What follows belongs to an exercise in optimizing a design on an open flow for small area, a short achievable clock period and few clock cycles per item; a production flow would make more cautious choices.
No run shown here included a check of the RTL's function; only the layout flow was run.

## flow/design.v (module list and top-level ports; edited modules follow where they fit)
// module act_requant_pipe: 2271 lines
module act_requant_pipe #(
   parameter int LANES    = 4,
   parameter int IN_W     = 24,
   parameter int OUT_W    = 8,
   parameter int DQ_SHIFT = 13,
   parameter int RQ_SHIFT = 8,
   parameter int LEN_W    = 16
) (
   input  logic                clk,
   input  logic                rst,
   input  logic                start,
   input  logic [1:0]          cfg_mode,
   input  logic [IN_W-1:0]     cfg_bias,
   input  logic [7:0]          cfg_dq_scale,
   input  logic [7:0]          cfg_rq_scale,
   input  logic [LEN_W-1:0]    cfg_len,
   input  logic                in_valid,
   output logic                in_ready,
   input  logic [LANES*IN_W-1:0] in_data,
   output logic                out_valid,
   input  logic                out_ready,
   output logic [LANES*OUT_W-1:0] out_data,
   output logic                out_last,
   output logic                busy,
   output logic                done,
   output logic [15:0]         sat_cnt
);
  // ...
==> flow/flow/run.sh <==
#!/bin/bash
# Standard layout, with port buffers of a stronger type than buffer_ports picks by default.
cp standard.sh standard.sh.txt 2>/dev/null
export BUFFER_PORTS_ARGS="-buffer_cell sky130_fd_sc_hd__buf_4"
bash standard.sh > standard.log 2>&1
==> flow/standard.sh <==
#!/bin/bash
# synth_recipe.tcl (not shown) runs the flow's synth.tcl, then flattens the netlist and writes it again
# the make line also repeats each setting of config.mk as NAME=value (left out here)
make -C /OpenROAD-flow-scripts/flow DESIGN_CONFIG=/design/flow/config.mk WORK_HOME=/design/flow/orfs CLKGATE_MAP_FILE= SYNTH_SCRIPT=/design/flow/synth_recipe.tcl "${@:-finish}"
==> flow/config.mk <==
export PLATFORM = sky130hd
export DESIGN_NAME = act_requant_pipe
export DESIGN_NICKNAME = act_requant_pipe
export VERILOG_FILES = /design/flow/design.v
export SDC_FILE = /design/flow/constraint.sdc
export NUM_CORES = 4
export LEC_CHECK = 0
export CAP_MARGIN = 20
export CORE_MARGIN = 2
export CORE_UTILIZATION = 40
export SETUP_SLACK_MARGIN = 5
export SLEW_MARGIN = 20
==> flow/constraint.sdc <==
create_clock -name core_clock -period 13.0 [get_ports {clk}]
set_input_delay 2.6000 -clock core_clock [delete_from_list [all_inputs] [get_ports {clk}]]
set_output_delay 2.6000 -clock core_clock [all_outputs]
set_load 0.01 [all_outputs]
==> impl_metrics.csv, run 1 <==
group,metric,value,unit
routing,routed_wire_length_per_instance,17.59,um
layout,nMultiInputCombCells,5469,
setup_path,worst_case_reg_to_reg_path_depth,19,
placement,buffer_ports.inserted,211,
layout,portion_of_the_layout_cell_area_used_by_clock_cells,3.118,%
logic_synthesis,ys.flop_type,"sky130_fd_sc_hd__edfxtp_1",
placement,place.detailed.instances,10080,
layout,final_layout_size_suffix_gt1_share,6.059,%
hold_path,worst_hold_startpoint,"g_lane[2].s5_r[1]$_DFFE_PN_",
layout,post_layout_nonfiller_instances,10220,
layout,multiInputGateArea,51600,sq um
layout,largest_cell_class,"multi-input gates",
clocking,sinks_on_the_clock_net,585,
logic_synthesis,synth_area_leaders,"sky130_fd_sc_hd__fa_1, sky130_fd_sc_hd__edfxtp_1, sky130_fd_sc_hd__ha_1",
floorplan,pin_count,212,
global_route,wire_length_of_the_first_global_routing_pass,294.3,mm
sta,post-route-min-period,6197,ps
sta,final_max_slew_viol_count,0,
routing,detail_route.vias_per_cell,5.203,
clocking,cts_setup_buffers,0,
setup_path,critical_path.cell_chain,"buf_4 -> buf_4 -> xor2_1 -> fa_1 -> fa_1 -> fa_1 -> inv_1 -> ha_1 -> a21o_1 -> a21o_1 -> a21o_1 -> a21o_1 -> a21o_1 -> or3_1 -> a21oi_1 -> nor3b_1 -> a311oi_1 -> o21bai_1 -> xnor2_1",
outcome,outcome,"timing/DRC/antenna clean",
sta,rsz0062_at_grt,"no",
clocking,cts_tree,"yes",
==> run 2, diff against run 1 <==
--- a/flow/design.v
+++ b/flow/design.v
@@ -29,17 +29,16 @@
    localparam int P_W = X_W + 8;            
    localparam int D_W = P_W - DQ_SHIFT;     
    localparam int Y_W = 17;                 
    localparam int Q_W = Y_W + 8;            
    logic                   busy_r, done_r, rem_nz;
    logic [LEN_W-1:0]       in_rem;
    logic [1:0]             mode;
    logic [IN_W-1:0]        bias_r;
-   logic [12:0]            rq_b;            
    logic                   v1, v2, v3, v4, v5, l1, l2, l3, l4, l5, o_v, o_l;
    logic                   en, acc, in_fire, in_last, pop;
    logic [IN_W-1:0]        bias_e;
    logic [LANES*10-1:0]    r_c, o_d;
    function automatic logic [12:0] booth8(input logic [7:0] b);
       logic [9:0] e;
       logic [3:0] one, two, neg;
       e = {1'b0, b, 1'b0};
@@ -60,21 +59,27 @@
    assign out_valid = o_v;
    assign out_last = o_l;
    assign busy = busy_r;
    assign done = done_r || (pop && o_l);
    for (genvar i = 0; i < LANES; i++) begin : g_lane
       logic [X_W-1:0] s1_x;
       localparam logic [12:0] DQ_INV = i >= LANES / 2 ? '1 : '0;
       localparam bit DQ_RST = i % 2 == 1;
-      logic [12:0]    dq_r;
+      logic [12:0]    dq_r, rq_r;
       wire [12:0]     dq_l = dq_r ^ DQ_INV;
+      wire [12:0]     rq_l = rq_r ^ DQ_INV;
       always_ff @(posedge clk) begin
-         if (DQ_RST && rst) dq_r <= '0;
-         else if (!busy_r && start) dq_r <= booth8(cfg_dq_scale) ^ DQ_INV;
+         if (DQ_RST && rst) begin
+            dq_r <= '0;
+            rq_r <= '0;
+         end else if (!busy_r && start) begin
+            dq_r <= booth8(cfg_dq_scale) ^ DQ_INV;
+            rq_r <= booth8(cfg_rq_scale) ^ DQ_INV;
+         end
       end
       logic [D_W-1:0] s2_d;
       logic [21:0]    s3_w;
       logic [1:0]     s3_sel;
       logic [Y_W-1:0] s4_y;
       logic [16:0]    s5_r;
       wire [IN_W-1:0] xin = in_data[i*IN_W +: IN_W];
       wire n_1 = xin[0] & bias_e[0];
@@ -1706,107 +1711,107 @@
       assign hs[3] = n_1545;
       assign hs[4] = n_1546;
       assign hs[5] = n_1547;
       assign hs[6] = n_1548;
       assign hs[7] = n_1549;
       assign hs[8] = n_1550;
       assign hs[9] = n_1551;
       assign hs[10] = n_1552;
-      wire n_1553 = (rq_b[0] & s4_y[0]) ^ rq_b[8];
-      wire n_1554 = ((rq_b[0] & s4_y[1]) | (rq_b[4] & s4_y[0])) ^ rq_b[8];
-      wire n_1555 = ((rq_b[0] & s4_y[2]) | (rq_b[4] & s4_y[1])) ^ rq_b[8];
-      wire n_1556 = ((rq_b[0] & s4_y[3]) | (rq_b[4] & s4_y[2])) ^ rq_b[8];
-      wire n_1557 = ((rq_b[0] & s4_y[4]) | (rq_b[4] & s4_y[3])) ^ rq_b[8];
-      wire n_1558 = ((rq_b[0] & s4_y[5]) | (rq_b[4] & s4_y[4])) ^ rq_b[8];
-      wire n_1559 = ((rq_b[0] & s4_y[6]) | (rq_b[4] & s4_y[5])) ^ rq_b[8];
-      wire n_1560 = ((rq_b[0] & s4_y[7]) | (rq_b[4] & s4_y[6])) ^ rq_b[8];
-      wire n_1561 = ((rq_b[0] & s4_y[8]) | (rq_b[4] & s4_y[7])) ^ rq_b[8];
-      wire n_1562 = ((rq_b[0] & s4_y[9]) | (rq_b[4] & s4_y[8])) ^ rq_b[8];
-      wire n_1563 = ((rq_b[0] & s4_y[10]) | (rq_b[4] & s4_y[9])) ^ rq_b[8];
-      wire n_1564 = ((rq_b[0] & s4_y[11]) | (rq_b[4] & s4_y[10])) ^ rq_b[8];
-      wire n_1565 = ((rq_b[0] & s4_y[12]) | (rq_b[4] & s4_y[11])) ^ rq_b[8];
-      wire n_1566 = ((rq_b[0] & s4_y[13]) | (rq_b[4] & s4_y[12])) ^ rq_b[8];
-      wire n_1567 = ((rq_b[0] & s4_y[14]) | (rq_b[4] & s4_y[13])) ^ rq_b[8];
-      wire n_1568 = ((rq_b[0] & s4_y[15]) | (rq_b[4] & s4_y[14])) ^ rq_b[8];
-      wire n_1569 = ((rq_b[0] & s4_y[16]) | (rq_b[4] & s4_y[15])) ^ rq_b[8];
-      wire n_1570 = ~(((rq_b[0] & s4_y[16]) | (rq_b[4] & s4_y[16])) ^ rq_b[8]);
-      wire n_1571 = (rq_b[1] & s4_y[0]) ^ rq_b[9];
-      wire n_1572 = ((rq_b[1] & s4_y[1]) | (rq_b[5] & s4_y[0])) ^ rq_b[9];
-      wire n_1573 = ((rq_b[1] & s4_y[2]) | (rq_b[5] & s4_y[1])) ^ rq_b[9];
-      wire n_1574 = ((rq_b[1] & s4_y[3]) | (rq_b[5] & s4_y[2])) ^ rq_b[9];
-      wire n_1575 = ((rq_b[1] & s4_y[4]) | (rq_b[5] & s4_y[3])) ^ rq_b[9];
-      wire n_1576 = ((rq_b[1] & s4_y[5]) | (rq_b[5] & s4_y[4])) ^ rq_b[9];
-      wire n_1577 = ((rq_b[1] & s4_y[6]) | (rq_b[5] & s4_y[5])) ^ rq_b[9];
-      wire n_1578 = ((rq_b[1] & s4_y[7]) | (rq_b[5] & s4_y[6])) ^ rq_b[9];
-      wire n_1579 = ((rq_b[1] & s4_y[8]) | (rq_b[5] & s4_y[7])) ^ rq_b[9];
-      wire n_1580 = ((rq_b[1] & s4_y[9]) | (rq_b[5] & s4_y[8])) ^ rq_b[9];
-      wire n_1581 = ((rq_b[1] & s4_y[10]) | (rq_b[5] & s4_y[9])) ^ rq_b[9];
-      wire n_1582 = ((rq_b[1] & s4_y[11]) | (rq_b[5] & s4_y[10])) ^ rq_b[9];
-      wire n_1583 = ((rq_b[1] & s4_y[12]) | (rq_b[5] & s4_y[11])) ^ rq_b[9];
-      wire n_1584 = ((rq_b[1] & s4_y[13]) | (rq_b[5] & s4_y[12])) ^ rq_b[9];
-      wire n_1585 = ((rq_b[1] & s4_y[14]) | (rq_b[5] & s4_y[13])) ^ rq_b[9];
-      wire n_1586 = ((rq_b[1] & s4_y[15]) | (rq_b[5] & s4_y[14])) ^ rq_b[9];
-      wire n_1587 = ((rq_b[1] & s4_y[16]) | (rq_b[5] & s4_y[15])) ^ rq_b[9];
-      wire n_1588 = ~(((rq_b[1] & s4_y[16]) | (rq_b[5] & s4_y[16])) ^ rq_b[9]);
-      wire n_1589 = (rq_b[2] & s4_y[0]) ^ rq_b[10];
-      wire n_1590 = ((rq_b[2] & s4_y[1]) | (rq_b[6] & s4_y[0])) ^ rq_b[10];
-      wire n_1591 = ((rq_b[2] & s4_y[2]) | (rq_b[6] & s4_y[1])) ^ rq_b[10];
-      wire n_1592 = ((rq_b[2] & s4_y[3]) | (rq_b[6] & s4_y[2])) ^ rq_b[10];
-      wire n_1593 = ((rq_b[2] & s4_y[4]) | (rq_b[6] & s4_y[3])) ^ rq_b[10];
-      wire n_1594 = ((rq_b[2] & s4_y[5]) | (rq_b[6] & s4_y[4])) ^ rq_b[10];
-      wire n_1595 = ((rq_b[2] & s4_y[6]) | (rq_b[6] & s4_y[5])) ^ rq_b[10];
-      wire n_1596 = ((rq_b[2] & s4_y[7]) | (rq_b[6] & s4_y[6])) ^ rq_b[10];
-      wire n_1597 = ((rq_b[2] & s4_y[8]) | (rq_b[6] & s4_y[7])) ^ rq_b[10];
-      wire n_1598 = ((rq_b[2] & s4_y[9]) | (rq_b[6] & s4_y[8])) ^ rq_b[10];
-      wire n_1599 = ((rq_b[2] & s4_y[10]) | (rq_b[6] & s4_y[9])) ^ rq_b[10];
-      wire n_1600 = ((rq_b[2] & s4_y[11]) | (rq_b[6] & s4_y[10])) ^ rq_b[10];
-      wire n_1601 = ((rq_b[2] & s4_y[12]) | (rq_b[6] & s4_y[11])) ^ rq_b[10];
-      wire n_1602 = ((rq_b[2] & s4_y[13]) | (rq_b[6] & s4_y[12])) ^ rq_b[10];
-      wire n_1603 = ((rq_b[2] & s4_y[14]) | (rq_b[6] & s4_y[13])) ^ rq_b[10];
-      wire n_1604 = ((rq_b[2] & s4_y[15]) | (rq_b[6] & s4_y[14])) ^ rq_b[10];
-      wire n_1605 = ((rq_b[2] & s4_y[16]) | (rq_b[6] & s4_y[15])) ^ rq_b[10];
-      wire n_1606 = ~(((rq_b[2] & s4_y[16]) | (rq_b[6] & s4_y[16])) ^ rq_b[10]);
-      wire n_1607 = (rq_b[3] & s4_y[0]) ^ rq_b[11];
-      wire n_1608 = ((rq_b[3] & s4_y[1]) | (rq_b[7] & s4_y[0])) ^ rq_b[11];
-      wire n_1609 = ((rq_b[3] & s4_y[2]) | (rq_b[7] & s4_y[1])) ^ rq_b[11];
-      wire n_1610 = ((rq_b[3] & s4_y[3]) | (rq_b[7] & s4_y[2])) ^ rq_b[11];
-      wire n_1611 = ((rq_b[3] & s4_y[4]) | (rq_b[7] & s4_y[3])) ^ rq_b[11];
-      wire n_1612 = ((rq_b[3] & s4_y[5]) | (rq_b[7] & s4_y[4])) ^ rq_b[11];
-      wire n_1613 = ((rq_b[3] & s4_y[6]) | (rq_b[7] & s4_y[5])) ^ rq_b[11];
-      wire n_1614 = ((rq_b[3] & s4_y[7]) | (rq_b[7] & s4_y[6])) ^ rq_b[11];
-      wire n_1615 = ((rq_b[3] & s4_y[8]) | (rq_b[7] & s4_y[7])) ^ rq_b[11];
-      wire n_1616 = ((rq_b[3] & s4_y[9]) | (rq_b[7] & s4_y[8])) ^ rq_b[11];
-      wire n_1617 = ((rq_b[3] & s4_y[10]) | (rq_b[7] & s4_y[9])) ^ rq_b[11];
-      wire n_1618 = ((rq_b[3] & s4_y[11]) | (rq_b[7] & s4_y[10])) ^ rq_b[11];
-      wire n_1619 = ((rq_b[3] & s4_y[12]) | (rq_b[7] & s4_y[11])) ^ rq_b[11];
-      wire n_1620 = ((rq_b[3] & s4_y[13]) | (rq_b[7] & s4_y[12])) ^ rq_b[11];
-      wire n_1621 = ((rq_b[3] & s4_y[14]) | (rq_b[7] & s4_y[13])) ^ rq_b[11];
-      wire n_1622 = ((rq_b[3] & s4_y[15]) | (rq_b[7] & s4_y[14])) ^ rq_b[11];
-      wire n_1623 = ((rq_b[3] & s4_y[16]) | (rq_b[7] & s4_y[15])) ^ rq_b[11];
-      wire n_1624 = ~(((rq_b[3] & s4_y[16]) | (rq_b[7] & s4_y[16])) ^ rq_b[11]);
-      wire n_1625 = rq_b[12] & s4_y[0];
-      wire n_1626 = rq_b[12] & s4_y[1];
-      wire n_1627 = rq_b[12] & s4_y[2];
-      wire n_1628 = rq_b[12] & s4_y[3];
-      wire n_1629 = rq_b[12] & s4_y[4];
-      wire n_1630 = rq_b[12] & s4_y[5];
-      wire n_1631 = rq_b[12] & s4_y[6];
-      wire n_1632 = rq_b[12] & s4_y[7];
-      wire n_1633 = rq_b[12] & s4_y[8];
-      wire n_1634 = rq_b[12] & s4_y[9];
-      wire n_1635 = rq_b[12] & s4_y[10];
-      wire n_1636 = rq_b[12] & s4_y[11];
-      wire n_1637 = rq_b[12] & s4_y[12];
-      wire n_1638 = rq_b[12] & s4_y[13];
-      wire n_1639 = rq_b[12] & s4_y[14];
-      wire n_1640 = rq_b[12] & s4_y[15];
-      wire n_1641 = rq_b[12] & s4_y[16];
-      wire n_1642 = rq_b[11] ^ n_1559;
-      wire n_1643 = rq_b[11] & n_1559;
+      wire n_1553 = (rq_l[0] & s4_y[0]) ^ rq_l[8];
+      wire n_1554 = ((rq_l[0] & s4_y[1]) | (rq_l[4] & s4_y[0])) ^ rq_l[8];
+      wire n_1555 = ((rq_l[0] & s4_y[2]) | (rq_l[4] & s4_y[1])) ^ rq_l[8];
+      wire n_1556 = ((rq_l[0] & s4_y[3]) | (rq_l[4] & s4_y[2])) ^ rq_l[8];
+      wire n_1557 = ((rq_l[0] & s4_y[4]) | (rq_l[4] & s4_y[3])) ^ rq_l[8];
+      wire n_1558 = ((rq_l[0] & s4_y[5]) | (rq_l[4] & s4_y[4])) ^ rq_l[8];
+      wire n_1559 = ((rq_l[0] & s4_y[6]) | (rq_l[4] & s4_y[5])) ^ rq_l[8];
+      wire n_1560 = ((rq_l[0] & s4_y[7]) | (rq_l[4] & s4_y[6])) ^ rq_l[8];
+      wire n_1561 = ((rq_l[0] & s4_y[8]) | (rq_l[4] & s4_y[7])) ^ rq_l[8];
+      wire n_1562 = ((rq_l[0] & s4_y[9]) | (rq_l[4] & s4_y[8])) ^ rq_l[8];
+      wire n_1563 = ((rq_l[0] & s4_y[10]) | (rq_l[4] & s4_y[9])) ^ rq_l[8];
+      wire n_1564 = ((rq_l[0] & s4_y[11]) | (rq_l[4] & s4_y[10])) ^ rq_l[8];
+      wire n_1565 = ((rq_l[0] & s4_y[12]) | (rq_l[4] & s4_y[11])) ^ rq_l[8];
+      wire n_1566 = ((rq_l[0] & s4_y[13]) | (rq_l[4] & s4_y[12])) ^ rq_l[8];
+      wire n_1567 = ((rq_l[0] & s4_y[14]) | (rq_l[4] & s4_y[13])) ^ rq_l[8];
+      wire n_1568 = ((rq_l[0] & s4_y[15]) | (rq_l[4] & s4_y[14])) ^ rq_l[8];
+      wire n_1569 = ((rq_l[0] & s4_y[16]) | (rq_l[4] & s4_y[15])) ^ rq_l[8];
+      wire n_1570 = ~(((rq_l[0] & s4_y[16]) | (rq_l[4] & s4_y[16])) ^ rq_l[8]);
+      wire n_1571 = (rq_l[1] & s4_y[0]) ^ rq_l[9];
+      wire n_1572 = ((rq_l[1] & s4_y[1]) | (rq_l[5] & s4_y[0])) ^ rq_l[9];
+      wire n_1573 = ((rq_l[1] & s4_y[2]) | (rq_l[5] & s4_y[1])) ^ rq_l[9];
+      wire n_1574 = ((rq_l[1] & s4_y[3]) | (rq_l[5] & s4_y[2])) ^ rq_l[9];
+      wire n_1575 = ((rq_l[1] & s4_y[4]) | (rq_l[5] & s4_y[3])) ^ rq_l[9];
+      wire n_1576 = ((rq_l[1] & s4_y[5]) | (rq_l[5] & s4_y[4])) ^ rq_l[9];
+      wire n_1577 = ((rq_l[1] & s4_y[6]) | (rq_l[5] & s4_y[5])) ^ rq_l[9];
+      wire n_1578 = ((rq_l[1] & s4_y[7]) | (rq_l[5] & s4_y[6])) ^ rq_l[9];
+      wire n_1579 = ((rq_l[1] & s4_y[8]) | (rq_l[5] & s4_y[7])) ^ rq_l[9];
+      wire n_1580 = ((rq_l[1] & s4_y[9]) | (rq_l[5] & s4_y[8])) ^ rq_l[9];
+      wire n_1581 = ((rq_l[1] & s4_y[10]) | (rq_l[5] & s4_y[9])) ^ rq_l[9];
+      wire n_1582 = ((rq_l[1] & s4_y[11]) | (rq_l[5] & s4_y[10])) ^ rq_l[9];
+      wire n_1583 = ((rq_l[1] & s4_y[12]) | (rq_l[5] & s4_y[11])) ^ rq_l[9];
+      wire n_1584 = ((rq_l[1] & s4_y[13]) | (rq_l[5] & s4_y[12])) ^ rq_l[9];
+      wire n_1585 = ((rq_l[1] & s4_y[14]) | (rq_l[5] & s4_y[13])) ^ rq_l[9];
+      wire n_1586 = ((rq_l[1] & s4_y[15]) | (rq_l[5] & s4_y[14])) ^ rq_l[9];
+      wire n_1587 = ((rq_l[1] & s4_y[16]) | (rq_l[5] & s4_y[15])) ^ rq_l[9];
+      wire n_1588 = ~(((rq_l[1] & s4_y[16]) | (rq_l[5] & s4_y[16])) ^ rq_l[9]);
+      wire n_1589 = (rq_l[2] & s4_y[0]) ^ rq_l[10];
+      wire n_1590 = ((rq_l[2] & s4_y[1]) | (rq_l[6] & s4_y[0])) ^ rq_l[10];
+      wire n_1591 = ((rq_l[2] & s4_y[2]) | (rq_l[6] & s4_y[1])) ^ rq_l[10];
+      wire n_1592 = ((rq_l[2] & s4_y[3]) | (rq_l[6] & s4_y[2])) ^ rq_l[10];
+      wire n_1593 = ((rq_l[2] & s4_y[4]) | (rq_l[6] & s4_y[3])) ^ rq_l[10];
+      wire n_1594 = ((rq_l[2] & s4_y[5]) | (rq_l[6] & s4_y[4])) ^ rq_l[10];
+      wire n_1595 = ((rq_l[2] & s4_y[6]) | (rq_l[6] & s4_y[5])) ^ rq_l[10];
+      wire n_1596 = ((rq_l[2] & s4_y[7]) | (rq_l[6] & s4_y[6])) ^ rq_l[10];
+      wire n_1597 = ((rq_l[2] & s4_y[8]) | (rq_l[6] & s4_y[7])) ^ rq_l[10];
+      wire n_1598 = ((rq_l[2] & s4_y[9]) | (rq_l[6] & s4_y[8])) ^ rq_l[10];
+      wire n_1599 = ((rq_l[2] & s4_y[10]) | (rq_l[6] & s4_y[9])) ^ rq_l[10];
+      wire n_1600 = ((rq_l[2] & s4_y[11]) | (rq_l[6] & s4_y[10])) ^ rq_l[10];
+      wire n_1601 = ((rq_l[2] & s4_y[12]) | (rq_l[6] & s4_y[11])) ^ rq_l[10];
+      wire n_1602 = ((rq_l[2] & s4_y[13]) | (rq_l[6] & s4_y[12])) ^ rq_l[10];
+      wire n_1603 = ((rq_l[2] & s4_y[14]) | (rq_l[6] & s4_y[13])) ^ rq_l[10];
+      wire n_1604 = ((rq_l[2] & s4_y[15]) | (rq_l[6] & s4_y[14])) ^ rq_l[10];
+      wire n_1605 = ((rq_l[2] & s4_y[16]) | (rq_l[6] & s4_y[15])) ^ rq_l[10];
+      wire n_1606 = ~(((rq_l[2] & s4_y[16]) | (rq_l[6] & s4_y[16])) ^ rq_l[10]);
+      wire n_1607 = (rq_l[3] & s4_y[0]) ^ rq_l[11];
+      wire n_1608 = ((rq_l[3] & s4_y[1]) | (rq_l[7] & s4_y[0])) ^ rq_l[11];
+      wire n_1609 = ((rq_l[3] & s4_y[2]) | (rq_l[7] & s4_y[1])) ^ rq_l[11];
+      wire n_1610 = ((rq_l[3] & s4_y[3]) | (rq_l[7] & s4_y[2])) ^ rq_l[11];
+      wire n_1611 = ((rq_l[3] & s4_y[4]) | (rq_l[7] & s4_y[3])) ^ rq_l[11];
+      wire n_1612 = ((rq_l[3] & s4_y[5]) | (rq_l[7] & s4_y[4])) ^ rq_l[11];
+      wire n_1613 = ((rq_l[3] & s4_y[6]) | (rq_l[7] & s4_y[5])) ^ rq_l[11];
+      wire n_1614 = ((rq_l[3] & s4_y[7]) | (rq_l[7] & s4_y[6])) ^ rq_l[11];
+      wire n_1615 = ((rq_l[3] & s4_y[8]) | (rq_l[7] & s4_y[7])) ^ rq_l[11];
+      wire n_1616 = ((rq_l[3] & s4_y[9]) | (rq_l[7] & s4_y[8])) ^ rq_l[11];
+      wire n_1617 = ((rq_l[3] & s4_y[10]) | (rq_l[7] & s4_y[9])) ^ rq_l[11];
+      wire n_1618 = ((rq_l[3] & s4_y[11]) | (rq_l[7] & s4_y[10])) ^ rq_l[11];
+      wire n_1619 = ((rq_l[3] & s4_y[12]) | (rq_l[7] & s4_y[11])) ^ rq_l[11];
+      wire n_1620 = ((rq_l[3] & s4_y[13]) | (rq_l[7] & s4_y[12])) ^ rq_l[11];
+      wire n_1621 = ((rq_l[3] & s4_y[14]) | (rq_l[7] & s4_y[13])) ^ rq_l[11];
+      wire n_1622 = ((rq_l[3] & s4_y[15]) | (rq_l[7] & s4_y[14])) ^ rq_l[11];
+      wire n_1623 = ((rq_l[3] & s4_y[16]) | (rq_l[7] & s4_y[15])) ^ rq_l[11];
+      wire n_1624 = ~(((rq_l[3] & s4_y[16]) | (rq_l[7] & s4_y[16])) ^ rq_l[11]);
+      wire n_1625 = rq_l[12] & s4_y[0];
+      wire n_1626 = rq_l[12] & s4_y[1];
+      wire n_1627 = rq_l[12] & s4_y[2];
+      wire n_1628 = rq_l[12] & s4_y[3];
+      wire n_1629 = rq_l[12] & s4_y[4];
+      wire n_1630 = rq_l[12] & s4_y[5];
+      wire n_1631 = rq_l[12] & s4_y[6];
+      wire n_1632 = rq_l[12] & s4_y[7];
+      wire n_1633 = rq_l[12] & s4_y[8];
+      wire n_1634 = rq_l[12] & s4_y[9];
+      wire n_1635 = rq_l[12] & s4_y[10];
+      wire n_1636 = rq_l[12] & s4_y[11];
+      wire n_1637 = rq_l[12] & s4_y[12];
+      wire n_1638 = rq_l[12] & s4_y[13];
+      wire n_1639 = rq_l[12] & s4_y[14];
+      wire n_1640 = rq_l[12] & s4_y[15];
+      wire n_1641 = rq_l[12] & s4_y[16];
+      wire n_1642 = rq_l[11] ^ n_1559;
+      wire n_1643 = rq_l[11] & n_1559;
       wire n_1644 = n_1560 ^ n_1576;
       wire n_1645 = ~n_1644;
       wire n_1646 = n_1560 | n_1576;
       wire n_1647 = n_1625 ^ n_1561 ^ n_1577;
       wire n_1648 = (n_1625 & n_1561) | (n_1577 & (n_1625 ^ n_1561));
       wire n_1649 = n_1626 ^ n_1562 ^ n_1578;
       wire n_1650 = (n_1626 & n_1562) | (n_1578 & (n_1626 ^ n_1562));
       wire n_1651 = n_1627 ^ n_1563 ^ n_1579;
@@ -1827,18 +1832,18 @@
       wire n_1666 = ~n_1665;
       wire n_1667 = n_1634 | n_1570;
       wire n_1668 = n_1635 ^ n_1587;
       wire n_1669 = ~n_1668;
       wire n_1670 = n_1635 | n_1587;
       wire n_1671 = n_1636 ^ n_1588;
       wire n_1672 = n_1636 & n_1588;
       wire n_1673 = ~n_1637;
-      wire n_1674 = rq_b[10] ^ n_1557;
-      wire n_1675 = rq_b[10] & n_1557;
+      wire n_1674 = rq_l[10] ^ n_1557;
+      wire n_1675 = rq_l[10] & n_1557;
       wire n_1676 = n_1558 ^ n_1574;
       wire n_1677 = n_1558 & n_1574;
       wire n_1678 = n_1575 ^ n_1591 ^ n_1607;
       wire n_1679 = (n_1575 & n_1591) | (n_1607 & (n_1575 ^ n_1591));
       wire n_1680 = n_1592 ^ n_1608 ^ n_1643;
       wire n_1681 = (n_1592 & n_1608) | (n_1643 & (n_1592 ^ n_1608));
       wire n_1682 = n_1593 ^ n_1609 ^ n_1646;
       wire n_1683 = (n_1593 & n_1609) | (n_1646 & (n_1593 ^ n_1609));
@@ -1864,18 +1869,18 @@
       wire n_1703 = (n_1603 & n_1619) | (n_1667 & (n_1603 ^ n_1619));
       wire n_1704 = n_1604 ^ n_1620 ^ n_1670;
       wire n_1705 = (n_1604 & n_1620) | (n_1670 & (n_1604 ^ n_1620));
       wire n_1706 = n_1673 ^ n_1605 ^ n_1621;
       wire n_1707 = (n_1673 & n_1605) | (n_1621 & (n_1673 ^ n_1605));
       wire n_1708 = n_1637 ^ n_1638 ^ n_1606;
       wire n_1709 = (n_1637 & n_1638) | (n_1606 & (n_1637 ^ n_1638));
       wire n_1710 = ~n_1639;
-      wire n_1711 = rq_b[9] ^ n_1555;
-      wire n_1712 = rq_b[9] & n_1555;
+      wire n_1711 = rq_l[9] ^ n_1555;
+      wire n_1712 = rq_l[9] & n_1555;
       wire n_1713 = n_1556 ^ n_1572;
       wire n_1714 = n_1556 & n_1572;
       wire n_1715 = n_1573 ^ n_1589 ^ n_1674;
       wire n_1716 = (n_1573 & n_1589) | (n_1674 & (n_1573 ^ n_1589));
       wire n_1717 = n_1590 ^ n_1675 ^ n_1676;
       wire n_1718 = (n_1590 & n_1675) | (n_1676 & (n_1590 ^ n_1675));
       wire n_1719 = n_1677 ^ n_1642 ^ n_1678;
       wire n_1720 = (n_1677 & n_1642) | (n_1678 & (n_1677 ^ n_1642));
@@ -1925,17 +1930,17 @@
       wire n_1764 = n_1749 ^ n_1748;
       wire n_1765 = n_1749 & n_1748;
       wire n_1766 = n_1750 ^ n_1751;
       wire n_1767 = n_1750 & n_1751;
       wire n_1768 = n_1753 ^ n_1752;
       wire n_1769 = n_1753 & n_1752;
       wire n_1770 = n_1755 ^ n_1754;
       wire n_1771 = n_1755 & n_1754;
-      wire n_1772 = rq_b[8] & n_1553;
+      wire n_1772 = rq_l[8] & n_1553;
       wire n_1773 = n_1571 & n_1711;
       wire n_1774 = n_1712 & n_1713;
       wire n_1775 = n_1714 & n_1715;
       wire n_1776 = n_1716 & n_1717;
       wire n_1777 = n_1718 & n_1719;
       wire n_1778 = n_1720 & n_1721;
       wire n_1779 = n_1722 & n_1723;
       wire n_1780 = n_1724 & n_1725;
@@ -1949,17 +1954,17 @@
       wire n_1788 = n_1756 & n_1740;
       wire n_1789 = n_1757 & n_1758;
       wire n_1790 = n_1759 & n_1760;
       wire n_1791 = n_1761 & n_1762;
       wire n_1792 = n_1763 & n_1764;
       wire n_1793 = n_1765 & n_1766;
       wire n_1794 = n_1767 & n_1768;
       wire n_1795 = n_1769 & n_1770;
-      wire n_1796 = rq_b[8] ^ n_1553;
+      wire n_1796 = rq_l[8] ^ n_1553;
       wire n_1797 = n_1571 ^ n_1711;
       wire n_1798 = n_1712 ^ n_1713;
       wire n_1799 = n_1714 ^ n_1715;
       wire n_1800 = n_1716 ^ n_1717;
       wire n_1801 = n_1718 ^ n_1719;
       wire n_1802 = n_1720 ^ n_1721;
       wire n_1803 = n_1722 ^ n_1723;
       wire n_1804 = n_1724 ^ n_1725;
@@ -2219,17 +2224,16 @@
       end
       if (en) begin
          o_d <= r_c;
          o_l <= l5;
       end
       if (!busy_r && start) begin
          mode <= cfg_mode;
          bias_r <= cfg_bias;
-         rq_b <= booth8(cfg_rq_scale);
       end
    end
    always_ff @(posedge clk) begin
       if (rst) begin
          busy_r <= 1'b0;
          done_r <= 1'b0;
          rem_nz <= 1'b0;
          in_rem <= '0;
==> run 2 against run 1 <==
Sequential share of layout area is 0.59 points higher. Synthesized area is 1.7% higher. First-iteration DRC count increased by 2.7%. Die area rose by 1.7%. Critical path type unchanged.
==> impl_metrics.csv, run 2 <==
group,metric,value,unit
routing,drt_drc_violations_left,0,
setup_path,critical_path.reg2reg.startpoint,"g_lane[2].dq_r[8]$_DFFE_PP_",
routing,routed-wl-met3,10.27,mm
setup_path,crit_path_end_kind,"flip-flop",
layout,area_delta_synth_final,8.626,%
clocking,clk_path_buf_depth,3,
routing,wl_met2,92.71,mm
routing,topRoutingLayerUsed,"met5",
logic_synthesis,synth_edf_count,532,
flow_run,maxCapViolations,0,
sta,final_max_slew_viol_count,0,
layout,final_layout_size_suffix_gt1_share,5.893,%
hold_path,hold_end,"o_d[31]$_DFFE_PN_",
routing,firstDrtPassIters,6,
global_route,gr-total-overflow,0,
setup_path,critical_path.cell_chain,"clkinv_1 -> xnor2_1 -> fa_1 -> fa_1 -> fa_1 -> inv_1 -> ha_1 -> nand4_1 -> nor2_1 -> nor4b_1 -> o21ai_0 -> a311oi_1 -> o21a_1 -> o21a_1 -> nor4_1 -> a311o_1",
logic_synthesis,postSynthAreaPerCell,9.625,sq um
floorplan,die-height,440.4,um
clocking,cts_htree_levels,3,
setup_path,worst-endpoint-required,13440,ps
hold_path,holdCritPathClass,"flip-flop to flip-flop",
logic_synthesis,synth_top_area_cell,"sky130_fd_sc_hd__fa_1",
floorplan,fp.dieW,440.4,um
floorplan,die_area,193900,sq um
placement,post-place-ws,6444,ps
clocking,cts_tree,"yes",
placement,buffer_ports.inserted,211,
sta,final.period_utilization,50.29,%
sta,rsz0062_at_grt,"no",
global_route,grt_pass1_vias,56850,
floorplan,core.rowCount,160,
hold_path,hold_path_depth,0,
placement,dp_hpwl,154.7,mm
layout,post-route-cell-area,82730,sq um
sta,fin_hold_viols,0,
logic_synthesis,cell_area_after_synthesis,76160,sq um
routing,number_of_nets_still_failing_antenna_checks_after_routing,0,
logic_synthesis,ys_types,79,
placement,routabilityCongestion,0.9058,
floorplan,floorplan.initialDensity,40.17,%
clocking,clk_latency,720,ps
layout,reg_with_most_ffs,"g_lane.s1_x",
logic_synthesis,yosys_warnings,1,
hold_path,worst_hold_startpoint,"g_lane[3].s5_r[1]$_DFFE_PN_",
logic_synthesis,yosys_register_bits,621,
global_route,grt_usage,20.46,%
sta,finalSetupTns,0,ps
logic_synthesis,netlist.area_leader.share,21.95,%
setup_path,cell_repeated_most_along_the_worst_path,"sky130_fd_sc_hd__fa_1",
logic_synthesis,yosys.cell_count.top_type,"sky130_fd_sc_hd__inv_1",
floorplan,core-area,189600,sq um
logic_synthesis,yosysSeqAreaShare,23.31,%
routing,totalWireLength,197.0,mm
logic_synthesis,synthCells,7913,
sta,tightest_slew,1167,ps
layout,post_layout_nonfiller_instances,10440,
placement,placed_area,79830,sq um
sta,final.setup_skew,36.57,ps
setup_path,startpoint_type,"flip-flop",
sta,post-route-min-period,6538,ps
layout,largest_reg_flops,100,
placement,place.detailed.instances,10280,
setup_path,timing.critical_path.slowest_stage_cell,"sky130_fd_sc_hd__clkinv_1",
global_route,antenna_found_initial,13,
layout,leading_registers_by_flop_count,"g_lane.s1_x (100), g_lane.s3_w (88), g_lane.s2_d (80)",
routing,routed_wire_length_per_instance,18.86,um
setup_path,worstPathMaxFanout,14,
clocking,worst_setup_hold_path_clk_slew,60,ps
clocking,postCtsHoldBufs,0,
sta,setup_violations,0,
clocking,cts_root_buf,"sky130_fd_sc_hd__clkbuf_16",
layout,final_common_cell,"sky130_fd_sc_hd__inv_1",
sta,postLayoutSetupSlackWorst,6462,ps
logic_synthesis,ys_async_sr_fraction,0,%
logic_synthesis,syn_nets,9672,
layout,layout.cells.most_common_list,"sky130_fd_sc_hd__inv_1, sky130_fd_sc_hd__fa_1, sky130_fd_sc_hd__ha_1",
global_route,wire_length_of_the_first_global_routing_pass,316.2,mm
setup_path,reg2reg_to,"g_lane[2].s2_d[19]$_DFFE_PN_",
outcome,outcome,"timing/DRC/antenna clean",
routing,total_number_of_vias,55240,
setup_path,ff2ff_setup_slack,6460,ps
clocking,cts_setup_buffers,0,
setup_path,cp_data_arrival_time,6980,ps
global_route,pin_count_of_the_biggest_net_entering_global_routing,183,
routing,detail_route.vias_per_cell,5.290,
setup_path,crit_type,"flip-flop to flip-flop",
sta,timing.max_slew.rel_slack,22.08,%
layout,layout.nets,9616,
routing,detail_route.wirelength.met1,85.80,mm
routing,drtIter0Drc,3847,
clocking,cts.repair.resized,0,
logic_synthesis,synth_commonest_cells,"sky130_fd_sc_hd__inv_1, sky130_fd_sc_hd__fa_1, sky130_fd_sc_hd__ha_1",
setup_path,worst_case_reg_to_reg_path_depth,16,
clocking,cts-buffers-inserted,81,
clocking,sinks_on_the_clock_net,621,
logic_synthesis,ys.flop_type,"sky130_fd_sc_hd__edfxtp_1",
floorplan,pin_count,212,
setup_path,max_stage_delay,750,ps
logic_synthesis,synth_area_leaders,"sky130_fd_sc_hd__fa_1, sky130_fd_sc_hd__edfxtp_1, sky130_fd_sc_hd__ha_1",
sta,max_clock_freq,153.0,MHz
-- run 2: critical path, delay by kind of cell, from the launching register on --
family	cells	cell delay, ps
xor+xnor	1	370
compound gates	5	1490
flops	1	740
simple gates	4	1110
fa+ha+maj	4	1750
buf+inv	2	810
-- run 2: area by class of cell --
cell class | count | area, sq um
clock buffers | 91 | 2095
fillers | 18110 | 106800
repair buffers | 272 | 2078
diodes | 5 | 12.51
multi-input cells | 5545 | 51850
well taps | 2511 | 3142
flip-flops and latches | 621 | 17760
inverters | 1336 | 5024
clock inverters | 60 | 773.2
-- run 2: through the flow --
| step | util [%] | hold slack [ps] |
|---|---|---|
| 6_report | 43.64 | 409.0 |
| 5_1_grt | 43.64 | 422.7 |
| 4_1_cts | 43.62 | 415.8 |
| 3_5_place_dp | 42.11 | 404.5 |
| 3_3_place_gp | 42.10 | 402.1 |
| 2_1_floorplan | - | 400.3 |
-- run 2: layer usage --
| metal | vias up | global-route usage [%] |
|---|---|---|
| li1 | 26250 | - |
| met5 | - | 0 |
| met4 | 4 | 7.871 |
| met2 | 1528 | 33.96 |
| met1 | 27190 | 27.11 |
| met3 | 266 | 2.678 |
-- run 2: cell families after synthesis --
group	synth area share, %
AO/OA/AOI/OAI	13.73
XOR/XNOR	11.75
adder cells (fa/ha/maj)	34.51
buffers and inverters	8.631
flip-flops	23.31
multiplexers	0.4025
AND/OR/NAND/NOR	7.657
-- run 2: how the worst max path moves through the flow --
stage	from	end	slack [ps]	cells past startpoint
finish	g_lane[2].dq_r[8]$_DFFE_PP_	g_lane[2].s2_d[19]$_DFFE_PN_	6460	16
detailed placement	cfg_bias[8]	g_lane[1].s1_x[23]$_DFFE_PN_	6440	13
global route	g_lane[2].dq_r[8]$_DFFE_PP_	g_lane[2].s2_d[19]$_DFFE_PN_	6230	16
floorplan	out_ready	sat_cnt[10]$_SDFFE_PP0P_	2490	11
CTS	g_lane[2].dq_r[8]$_DFFE_PP_	g_lane[2].s2_d[19]$_DFFE_PN_	6560	16
global placement	cfg_bias[8]	g_lane[1].s1_x[23]$_DFFE_PN_	6500	13
==> run 3, diff against run 2 <==
--- a/flow/config.mk
+++ b/flow/config.mk
@@ -8,5 +8,5 @@
 export CAP_MARGIN = 20
 export CORE_MARGIN = 2
-export CORE_UTILIZATION = 40
+export CORE_UTILIZATION = 60
 export SETUP_SLACK_MARGIN = 5
 export SLEW_MARGIN = 20
==> run 3 against run 2 <==
Fmax down 1.3%. Register-to-register slack worse by 90 ps. Via count shrank 1.0%. Still clean on timing, DRC and antenna. Final area is 1.8% lower. Clock skew decreased by 4.0 ps. Synthesized cell count unchanged. Flip-flop and latch count stayed put. Non-clock buffer count shrank 6. First-iteration DRC count grew 9.1%.
==> impl_metrics.csv, run 3 <==
group,metric,value,unit
setup_path,cp.buffers_inverters,2,
clocking,clk_path_buf_depth,3,
clocking,cts-buffers-inserted,75,
setup_path,crit_type,"flip-flop to flip-flop",
logic_synthesis,synth_area_leaders,"sky130_fd_sc_hd__fa_1, sky130_fd_sc_hd__edfxtp_1, sky130_fd_sc_hd__ha_1",
placement,dp_hpwl,139.4,mm
logic_synthesis,ys.flop_type,"sky130_fd_sc_hd__edfxtp_1",
placement,routabilityCongestion,0.9252,
clocking,postCtsHoldBufs,0,
sta,setup_violations,0,
layout,final_layout_size_suffix_gt1_share,5.742,%
logic_synthesis,netlist.area_leader.share,21.95,%
setup_path,cp_data_arrival_time,7030,ps
clocking,cts.repair.resized,0,
layout,antennaDiodeCount,0,
clocking,cts_root_buf,"sky130_fd_sc_hd__clkbuf_16",
logic_synthesis,yosysSeqAreaShare,23.31,%
routing,detail_route.vias_per_cell,5.720,
setup_path,worst-endpoint-required,13410,ps
logic_synthesis,yosys_warnings,1,
sta,post-route-min-period,6623,ps
layout,fin_util,64.63,%
setup_path,cp_top_family,"adder cells",
floorplan,die_area,129800,sq um
logic_synthesis,postSynthAreaPerCell,9.625,sq um
routing,firstDrtPassIters,6,
clocking,cts_setup_buffers,0,
layout,largest_reg_flops,100,
routing,routed_wire_length_per_instance,18.76,um
outcome,outcome,"timing/DRC/antenna clean",
sta,final.setup_skew,32.56,ps
setup_path,worst_case_reg_to_reg_path_depth,16,
setup_path,cell_repeated_most_along_the_worst_path,"sky130_fd_sc_hd__fa_1",
layout,layout.cells.most_common_list,"sky130_fd_sc_hd__inv_1, sky130_fd_sc_hd__fa_1, sky130_fd_sc_hd__ha_1",
routing,total_number_of_vias,54660,
placement,place.detailed.instances,9418,
setup_path,max_stage_delay,800,ps
layout,reg_with_most_ffs,"g_lane.s1_x",
sta,rsz0062_at_grt,"no",
logic_synthesis,ys_types,79,
global_route,grt_pass1_vias,55810,
flow_run,maxCapViolations,0,
sta,fin_hold_viols,0,
global_route,grt_usage,28.14,%
logic_synthesis,yosys_register_bits,621,
logic_synthesis,synth_commonest_cells,"sky130_fd_sc_hd__inv_1, sky130_fd_sc_hd__fa_1, sky130_fd_sc_hd__ha_1",
routing,drtIter0Drc,4196,
global_route,antenna_found_initial,0,
sta,max_clock_freq,151.0,MHz
layout,layout.nets,9604,
hold_path,hold_path_depth,0,
clocking,cts_tree,"yes",
logic_synthesis,yosys.cell_count.top_type,"sky130_fd_sc_hd__inv_1",
floorplan,die-height,360.3,um
sta,finalSetupTns,0,ps
layout,leading_registers_by_flop_count,"g_lane.s1_x (100), g_lane.s3_w (88), g_lane.s2_d (80)",
clocking,worst_setup_hold_path_clk_slew,60,ps
setup_path,startpoint_type,"flip-flop",
floorplan,core-area,125700,sq um
logic_synthesis,synth_top_area_cell,"sky130_fd_sc_hd__fa_1",
setup_path,crit_path_end_kind,"flip-flop",
clocking,sinks_on_the_clock_net,621,
sta,timing.max_slew.rel_slack,24.84,%
clocking,cts_htree_levels,3,
floorplan,fp.dieW,360.3,um
sta,final_max_slew_viol_count,0,
global_route,pin_count_of_the_biggest_net_entering_global_routing,176,
floorplan,floorplan.initialDensity,60.58,%
global_route,gr-total-overflow,0,
setup_path,timing.critical_path.slowest_stage_cell,"sky130_fd_sc_hd__nor4b_1",
global_route,wire_length_of_the_first_global_routing_pass,297.0,mm
clocking,clk_latency,680,ps
routing,number_of_nets_still_failing_antenna_checks_after_routing,0,
logic_synthesis,synth_edf_count,532,
setup_path,worstPathMaxFanout,14,
logic_synthesis,ys_async_sr_fraction,0,%
floorplan,pin_count,212,
setup_path,crit_cells,16,
logic_synthesis,syn_nets,9672,
layout,post_layout_nonfiller_instances,9557,
layout,final_common_cell,"sky130_fd_sc_hd__inv_1",
hold_path,holdCritPathClass,"flip-flop to flip-flop",
layout,fillers,10410,
sta,final.period_utilization,50.95,%
floorplan,core.rowCount,130,
logic_synthesis,synthCells,7913,
sta,tightest_slew,1127,ps
routing,drt_drc_violations_left,0,
logic_synthesis,cell_area_after_synthesis,76160,sq um
setup_path,critical_path.cell_chain,"clkinv_1 -> xnor2_1 -> fa_1 -> fa_1 -> inv_1 -> fa_1 -> ha_1 -> nand4_1 -> nor2_1 -> nor4b_1 -> o21ai_0 -> a311oi_1 -> o21a_1 -> o21a_1 -> nor4_1 -> a311o_1",
layout,area_delta_synth_final,6.688,%
routing,totalWireLength,179.3,mm
placement,buffer_ports.inserted,211,
run 3: cells by family after synthesis:
family | Yosys count | share of synthesized area [%]
fa+ha+maj | 1600 | 34.51
flops | 621 | 23.31
buf+inv | 1747 | 8.631
compound gates | 1587 | 13.73
xor+xnor | 1022 | 11.75
simple gates | 1308 | 7.657
mux | 28 | 0.4025
run 3: layout make-up:
type / count / area, sq um / area share [%]
clock inverter: 48 / 484.2 / 0.5959
timing repair buffer: 266 / 2009 / 2.473
tap: 1650 / 2064 / 2.541
multi-input combinational: 5545 / 51850 / 63.81
clock buffer: 91 / 2063 / 2.539
sequential: 621 / 17760 / 21.86
inverter: 1336 / 5021 / 6.179
run 3: final timing paths:
check,end,startpoint,slack (ps)
setup / recovery,g_lane[2].s2_d[19]$_DFFE_PN_,g_lane[2].dq_r[8]$_DFFE_PP_,6380
hold / removal,l5$_DFFE_PN_,l4$_DFFE_PN_,410
setup reg to reg,g_lane[2].s2_d[19]$_DFFE_PN_,g_lane[2].dq_r[8]$_DFFE_PP_,6380
hold reg to reg,l5$_DFFE_PN_,l4$_DFFE_PN_,410
run 3: metrics by stage:
| stage | hold slack [ps] | setup slack [ps] | cell area, sq um |
|---|---|---|---|
| 5_1_grt | 425.7 | 6066 | 81260 |
| 3_3_place_gp | 401.4 | 6512 | 78710 |
| 3_5_place_dp | 404.5 | 6496 | 78710 |
| 6_report | 413.9 | 6377 | 81260 |
| 2_1_floorplan | 400.3 | 2489 | 76210 |
| 4_1_cts | 417.0 | 6479 | 81260 |
run 3: metal layers:
layer | up-vias | part of all wire, % | wire length [um] | GRT usage, %
li1 | 26230 | - | - | -
met1 | 26690 | 46 | 82690 | 40.34
met2 | 1517 | 46 | 82920 | 45.42
met3 | 228 | 5.3 | 9584 | 3.694
met4 | 0 | 2.3 | 4121 | 6.896
met5 | - | 0 | 0 | 0

port drivers added, routing unchanged:
The flow's constraints put no driver on any port. The routed layouts listed below were extracted and timed again, unchanged, in two steps.
Step 1 assumes that a clkbuf_16 drives the clock port and a buf_2 every other input.
Step 2 adds t to the input delays and takes it off the output delays; t is the mean of the earliest and latest rising clock arrival at the registers after step 1. Input paths then give back, and output paths get back, about the clock's delay inside the block.
a / b / c = ideal / step 1 / step 2; a / b = the first two.
run | t (ns) | slack for setup (ns) | latest minus earliest clock arrival (ns)
run 1 | 0.764 | 6.804 / 6.804 / 6.514 | 0.039 / 0.039
run 2 | 0.791 | 6.462 / 6.462 / 6.462 | 0.038 / 0.038
run 3 | 0.740 | 6.377 / 6.377 / 6.377 | 0.038 / 0.038
After both steps setup and hold are still met in every run listed. The setup slack of run 1, which loses most, moves by 0.000 ns with the drivers and by -0.290 ns with both steps.
